Background: an optimization exercise with open tools, aiming at small area and few clock cycles. Do not read the settings as production practice. Only simulation tests tie the RTL to the original design; equivalence was not proved. No activity file was given, so power comes from the tool's default toggle rates.

==> flow/design.v <==
package ti_pkg;
    localparam int FLIT_W = 32;
    typedef logic [FLIT_W-1:0] flit_t;       
    localparam int HEADER_SIZE = 13;
    typedef logic [3:0] hdr_idx_t;           
    typedef logic [7:0] task_idx_t;
    typedef logic [7:0] app_id_t;
    localparam flit_t MESSAGE_DELIVERY = 32'h0000_0001;
    localparam flit_t TASK_ALLOCATION  = 32'h0000_0040;
    localparam flit_t APP_ALLOCATION_REQUEST = 32'h0000_0240;
    localparam flit_t APP_MAPPING_COMPLETE   = 32'h0000_0241;
    localparam int SIZE_WORDS = 4;
endpackage
module noc_receiver (
    input  logic            clk_i,
    input  logic            rst_ni,
    input  logic            noc_rx_i,
    input  ti_pkg::flit_t   noc_data_i,
    input  logic            tgt_take_i,    
    input  logic            tgt_last_i,    
    output logic            noc_credit_o,
    output logic            tgt_valid_o,   
    output ti_pkg::app_id_t app_id_o
);
    logic [3:0]      hc_q;       
    ti_pkg::flit_t   rem_q;      
    logic            svc_q;      
    logic            alc_q;      
    ti_pkg::app_id_t app_q;
    logic xfer, at_tgt, pkt_end;
    ti_pkg::flit_t rem_dec;
    always_comb begin
        logic nz;
        nz = 1'b0;
        for (int i = 0; i < ti_pkg::FLIT_W; i++) begin
            rem_dec[i] = rem_q[i] ^ (xfer && !nz);
            nz         = nz | rem_q[i];
        end
    end
    assign at_tgt       = alc_q && hc_q == 4'd15;
    assign noc_credit_o = at_tgt ? tgt_take_i : 1'b1;
    assign tgt_valid_o  = at_tgt && noc_rx_i;
    assign xfer         = noc_rx_i && noc_credit_o;
    assign pkt_end      = hc_q >= 4'd2 && rem_q == 32'd1;
    always_ff @(posedge clk_i or negedge rst_ni) begin
        if (!rst_ni) begin
            hc_q  <= '0;
            alc_q <= 1'b0;
        end else if (xfer) begin
            if (pkt_end)
                hc_q <= '0;
            else if (hc_q != 4'd15)
                hc_q <= hc_q + 4'd1;
            if (pkt_end || (at_tgt && tgt_last_i))
                alc_q <= 1'b0;
            else if (hc_q == 4'd13 && svc_q && noc_data_i == ti_pkg::APP_ALLOCATION_REQUEST)
                alc_q <= 1'b1;
        end
    end
    always_ff @(posedge clk_i) begin
        rem_q <= (xfer && hc_q == 4'd1) ? noc_data_i : rem_dec;
        if (xfer) begin
            if (hc_q == 4'd2)
                svc_q <= noc_data_i == ti_pkg::MESSAGE_DELIVERY;
            if (hc_q == 4'd14 && alc_q)
                app_q <= noc_data_i[7:0];
        end
    end
    assign app_id_o = app_q;
endmodule
module task_injector #(
    parameter ti_pkg::flit_t MAPPER_ADDRESS = 32'h0000_0000,
    parameter int            MAX_PAYLOAD    = 32
) (
    input  logic          clk_i,
    input  logic          rst_ni,
    input  logic          src_rx_i,
    input  ti_pkg::flit_t src_data_i,
    output logic          src_credit_o,
    output logic          noc_tx_o,
    output ti_pkg::flit_t noc_data_o,
    input  logic          noc_credit_i,
    input  logic          noc_rx_i,
    input  ti_pkg::flit_t noc_data_i,
    output logic          noc_credit_o
);
    localparam int          W     = ti_pkg::FLIT_W;
    localparam ti_pkg::flit_t K44 = ti_pkg::flit_t'(4 * (ti_pkg::HEADER_SIZE - 2));
    localparam logic [3:0] CODE = 4'd13;
    localparam logic [3:0] IDLE = 4'd15;
    localparam logic [1:0] PH_NONE = 2'd0;    
    localparam logic [1:0] PH_TEXT = 2'd1;    
    localparam logic [1:0] PH_SUM  = 2'd2;    
    localparam logic [1:0] PH_REST = 2'd3;    
    logic [3:0]      st_q;
    logic [1:0]      ph_q;
    ti_pkg::flit_t   acc_q;
    logic [4:0]      task_q, ntask_q;
    ti_pkg::app_id_t app_id;
    logic            tgt_valid, tgt_take, last_task, src_xfer, tx_xfer, code_end;
    logic            in_h01, ld_text, add_data, wrap;
    ti_pkg::flit_t   aop, dop, sum;
    assign in_h01    = st_q == 4'd0 || st_q == 4'd1;
    assign ld_text   = in_h01 && ph_q == PH_NONE;
    assign add_data  = in_h01 && ph_q == PH_TEXT && src_rx_i;
    assign last_task = task_q + 5'd1 == ntask_q;
    assign tgt_take  = st_q == 4'd0 && noc_credit_i;
    assign src_xfer  = src_rx_i && src_credit_o;
    assign tx_xfer   = noc_tx_o && noc_credit_i;
    assign code_end  = (st_q == 4'd12 && acc_q[W-1:2] == '0)
                       || (st_q == CODE && acc_q[W-1:2] == 30'd1);
    logic add_src, sub_src, sub_43, set_44, in_code, cin;
    assign set_44  = ld_text;
    assign add_src = ld_text || add_data || (st_q == 4'd10 && src_rx_i && noc_credit_i);
    assign sub_src = !in_h01 && ph_q == PH_SUM;
    assign sub_43  = ph_q == PH_REST;
    assign in_code = st_q == CODE;
    assign cin     = in_code && !(src_rx_i && noc_credit_i);
    assign aop = set_44 ? K44 : {acc_q[W-1:2], acc_q[1:0] | {2{in_code}}};
    assign dop = ({W{add_src}} & src_data_i) | ({W{sub_src}} & ~src_data_i)
               | (sub_43 ? -(K44 - 32'd1) : '0) | (in_code ? -32'd4 : '0);
    always_comb begin
        ti_pkg::flit_t g, p;
        g = aop & dop;
        p = aop ^ dop;
        g[0] = g[0] | (p[0] & cin);
        for (int l = 0; l < 5; l++)
            for (int i = 0; i < W; i++)
                if ((i >> l) & 1) begin
                    g[i] = g[i] | (p[i] & g[((i >> l) << l) - 1]);
                    p[i] = p[i] & p[((i >> l) << l) - 1];
                end
        sum = (aop ^ dop) ^ {g[W-2:0], cin};
    end
    assign wrap = !(|acc_q[W-1:6]) && (!acc_q[5] || (!acc_q[4] && !(acc_q[3] && acc_q[2])));
    noc_receiver u_receiver (
        .clk_i, .rst_ni, .noc_rx_i, .noc_data_i,
        .tgt_take_i  (tgt_take),
        .tgt_last_i  (last_task),
        .noc_credit_o,
        .tgt_valid_o (tgt_valid),
        .app_id_o    (app_id)
    );
    logic s_noc, s_len, s_acc, s_src;
    assign s_noc = st_q == 4'd0;
    assign s_len = st_q == 4'd1;
    assign s_acc = st_q == 4'd10;
    assign s_src = st_q == 4'd9 || st_q >= 4'd11;
    assign noc_data_o = ({W{s_noc}} & noc_data_i)
                      | ({W{s_len}} & {1'b0, wrap, acc_q[W-1:2]})
                      | ({W{s_acc}} & acc_q)
                      | ({W{s_src}} & src_data_i)
                      | ((st_q == 4'd2) ? ti_pkg::TASK_ALLOCATION : '0)
                      | ((st_q == 4'd3) ? {16'h0000, app_id, 3'b000, task_q} : '0)
                      | ((st_q == 4'd4) ? MAPPER_ADDRESS : '0);
    always_comb begin
        noc_tx_o     = 1'b0;
        src_credit_o = 1'b0;
        case (st_q)
            4'd0: begin
                noc_tx_o     = tgt_valid;
                src_credit_o = ph_q == PH_NONE;
            end
            4'd1: begin
                noc_tx_o     = ph_q == PH_SUM;
                src_credit_o = ph_q == PH_NONE;
            end
            4'd2, 4'd3, 4'd4, 4'd5, 4'd6, 4'd7, 4'd8: noc_tx_o = 1'b1;
            4'd9: noc_tx_o = src_rx_i;
            4'd10, 4'd11, 4'd12, CODE: begin
                noc_tx_o     = src_rx_i;
                src_credit_o = noc_credit_i;
            end
            default: src_credit_o = 1'b1;     
        endcase
    end
    always_ff @(posedge clk_i or negedge rst_ni) begin
        if (!rst_ni) begin
            st_q <= IDLE;
        end else if (st_q == IDLE) begin
            if (src_rx_i)
                st_q <= 4'd0;
        end else if (tx_xfer) begin
            if (code_end)
                st_q <= last_task ? IDLE : 4'd0;
            else if (st_q != CODE)
                st_q <= st_q + 4'd1;
        end
    end
    always_ff @(posedge clk_i) begin
        if (st_q == IDLE) begin
            ntask_q <= src_data_i[4:0];
            task_q  <= '0;
            ph_q    <= PH_NONE;
        end else if (tx_xfer && code_end) begin
            task_q  <= task_q + 5'd1;
            ph_q    <= PH_NONE;
        end else if (src_xfer && ld_text) begin
            ph_q    <= PH_TEXT;
        end else if (add_data) begin
            ph_q    <= PH_SUM;
        end else if (sub_src) begin
            ph_q    <= PH_REST;
        end else if (sub_43) begin
            ph_q    <= PH_NONE;
        end
        acc_q <= sum;
    end
endmodule
Settings: LEC_CHECK=0, CAP_MARGIN=20, CORE_MARGIN=2, CORE_UTILIZATION=30, CTS_BUF_LIST=sky130_fd_sc_hd__clkbuf_8, SLEW_MARGIN=20, BUFFER_PORTS_ARGS=-buffer_cell sky130_fd_sc_hd__buf_1; clock period 6.5 ns.
standard.sh (not shown) runs the stock make flow with config.mk's settings and CLKGATE_MAP_FILE= SYNTH_SCRIPT=/design/flow/synth_recipe.tcl, a recipe that flattens the netlist after the stock synthesis.
==> flow/flow/run.sh <==
#!/bin/bash
# The standard layout (standard.sh) with two changes:
#  - synthesis maps the logic with the area-oriented ABC script in flow/abc_map.script
#    (the flip-flops are mapped before ABC runs, as in the standard synthesis);
#  - the port buffers that global placement puts on every input and output are buf_1.
set -euo pipefail
work=$PWD
mkdir -p scripts
for f in "$FLOW_HOME"/scripts/*; do
    ln -s "$f" scripts/
done
rm scripts/abc_speed.script
cp flow/abc_map.script scripts/abc_speed.script
echo "export BUFFER_PORTS_ARGS = -buffer_cell sky130_fd_sc_hd__buf_1" >> config.mk
bash standard.sh SCRIPTS_DIR="$work/scripts" synth > synth.log 2>&1
bash standard.sh > standard.log 2>&1
==> flow/flow/abc_map.script <==
strash
dc2
&get -n
&dch -f
&nf
&put
The baseline ran to the end with no violations.
Testbench counts at the start, summed over its fixed seeds: cycles 39,247.
Next try:
Settings changed: CORE_UTILIZATION 30 to 40, CTS_CLUSTER_DIAMETER set to 80, CTS_CLUSTER_SIZE set to 30.
=> The new run passed the timing, DRC and antenna checks; setup slack gets worse by 0.11 ns; power goes up slightly; cell area goes down slightly; core utilization goes up by 12 points; maximum frequency goes down slightly; first-iteration DRC count goes up by a little under a tenth; sequential share of layout area goes up by 0.42 points.
Next try:
==> flow/flow/run.sh (replaced) <==
#!/bin/bash
# The standard layout (standard.sh), except that the port buffers that global
# placement inserts on every input and output are buf_1 cells.
set -euo pipefail
echo "export BUFFER_PORTS_ARGS = -buffer_cell sky130_fd_sc_hd__buf_1" >> config.mk
bash standard.sh > standard.log 2>&1
Settings changed: CTS_CLUSTER_DIAMETER 80 to unset, CTS_CLUSTER_SIZE 30 to unset.
removed: flow/flow/abc_map.script
Result: Count of clock-buffer cells in the layout does not change; global-route usage drops by 1.5 points; first-iteration DRC count drops by about a fifth; synthesized area climbs by roughly a tenth; sequential power climbs by a few percent; cell count climbs by a little under a tenth; setup slack improves by 1.0 ns; wire length climbs slightly; via count climbs slightly; die area climbs by roughly a tenth.
Next try:
==> flow/flow/run.sh (replaced) <==
#!/bin/bash
# The standard layout (standard.sh) with two changes:
#  - synthesis maps the logic with the area-oriented ABC script in flow/abc_map.script
#    (the flip-flops are mapped before ABC runs, as in the standard synthesis);
#  - the port buffers that global placement puts on every input and output are buf_1.
set -euo pipefail
work=$PWD
mkdir -p scripts
for f in "$FLOW_HOME"/scripts/*; do
    ln -s "$f" scripts/
done
rm scripts/abc_speed.script
cp flow/abc_map.script scripts/abc_speed.script
echo "export BUFFER_PORTS_ARGS = -buffer_cell sky130_fd_sc_hd__buf_1" >> config.mk
echo "export RECOVER_POWER = 100" >> config.mk
echo "export MATCH_CELL_FOOTPRINT = 0" >> config.mk
bash standard.sh SCRIPTS_DIR="$work/scripts" synth > synth.log 2>&1
bash standard.sh > standard.log 2>&1
==> flow/flow/abc_map.script (new file) <==
strash
dc2
&get -n
&dch -f
&nf
&put
Settings changed: MATCH_CELL_FOOTPRINT set to 0, RECOVER_POWER set to 100.
After rerunning: This time the run finished but failed the layout checks on max-capacitance violations, max-slew violations. Fmax shrinks by 17%. Synthesized cell count decreases by 13%. Setup slack got worse by 1.0 ns. Sequential share of layout area grows by 1.4 points. Critical path depth rose by 12. Design area goes down by 4.7%.
Next try:
--- a/flow/flow/run.sh
+++ b/flow/flow/run.sh
@@ -13,6 +13,4 @@
 cp flow/abc_map.script scripts/abc_speed.script
 echo "export BUFFER_PORTS_ARGS = -buffer_cell sky130_fd_sc_hd__buf_1" >> config.mk
-echo "export RECOVER_POWER = 100" >> config.mk
-echo "export MATCH_CELL_FOOTPRINT = 0" >> config.mk
 bash standard.sh SCRIPTS_DIR="$work/scripts" synth > synth.log 2>&1
 bash standard.sh > standard.log 2>&1
Settings changed: MATCH_CELL_FOOTPRINT 0 to unset, RECOVER_POWER 100 to unset.
The changed run finished clean.
Utilization went up by 0.22 points.
Routed wire length went down by about 0.35%.
Final area went up by about 0.47%.
Power stays flat.
Setup slack gets worse by 0.0082 ns.
Via count barely changes.
Next try:
==> flow/flow/run.sh (replaced) <==
#!/bin/bash
# The standard layout (standard.sh) with these changes:
#  - synthesis maps the logic with the ABC script in flow/abc_map.script (delay-oriented
#    mapping with area recovery, without the standard script's buffering and sizing).
#    The flip-flops are mapped before ABC runs, as in the standard synthesis, so the
#    registers, their names and their cells are the standard synthesis's;
#  - the port buffers that global placement puts on every input and output are buf_1;
#  - clock tree synthesis uses clkbuf_8 and inserts no dummy loads.
# Each step's full log is in orfs/logs/; synth.log and standard.log hold make's output.
set -euo pipefail
work=$PWD
mkdir -p scripts
for f in "$FLOW_HOME"/scripts/*; do
    ln -s "$f" scripts/
done
rm scripts/abc_speed.script
cp flow/abc_map.script scripts/abc_speed.script
echo "export BUFFER_PORTS_ARGS = -buffer_cell sky130_fd_sc_hd__buf_1" >> config.mk
echo "export CTS_ARGS = -sink_clustering_enable -repair_clock_nets -buf_list sky130_fd_sc_hd__clkbuf_8 -dont_use_dummy_load" >> config.mk
bash standard.sh SCRIPTS_DIR="$work/scripts" synth > synth.log 2>&1
bash standard.sh > standard.log 2>&1
Settings changed: CTS_ARGS set to -sink_clustering_enable -repair_clock_nets -buf_list sky130_fd_sc_hd__clkbuf_8 -dont_use_dummy_load.
- setup slack gets better by 0.0042 ns
- cell area drops slightly
- power drops by a few percent
- final cell count drops slightly
- sequential share of layout area climbs by 0.34 points
- utilization drops by 0.55 points
- routed wire length climbs slightly
- synthesized cell count does not change
- area after synthesis is unchanged

-- static timing again, ports no longer ideal --
Ports are ideal in the flow. The routed layouts listed here were re-timed in OpenROAD. Step 1, drivers: a clkbuf_16 drives clk_i and a buf_2 each remaining input, both assumed. Step 2, shift: input delay + t, output delay - t, t = (earliest + latest rising clock arrival at the registers) / 2. This alone moves slack from input paths to output paths. Slacks: ideal / step 1 / step 2; pairs: ideal / step 1.
| run | t (ns) | setup WS [ns] | slew at the worst register clock pin (ns) |
|---|---|---|---|
| the first run | 0.416 | 0.421 / 0.421 / 0.199 | 0.11 / 0.11 |
| the second run | 0.419 | 0.314 / 0.314 / 0.133 | 0.10 / 0.10 |
| the third run | 0.427 | 1.358 / 1.358 / 1.358 | 0.11 / 0.11 |
| the fourth run | 0.420 | 0.322 / 0.322 / 0.134 | 0.10 / 0.10 |
| the fifth run | 0.419 | 0.314 / 0.314 / 0.133 | 0.10 / 0.10 |
| the sixth run | 0.411 | 0.318 / 0.318 / 0.126 | 0.10 / 0.10 |
For the first run, which loses most, drivers alone change the setup slack by 0.000 ns; drivers and shift together by -0.222 ns.
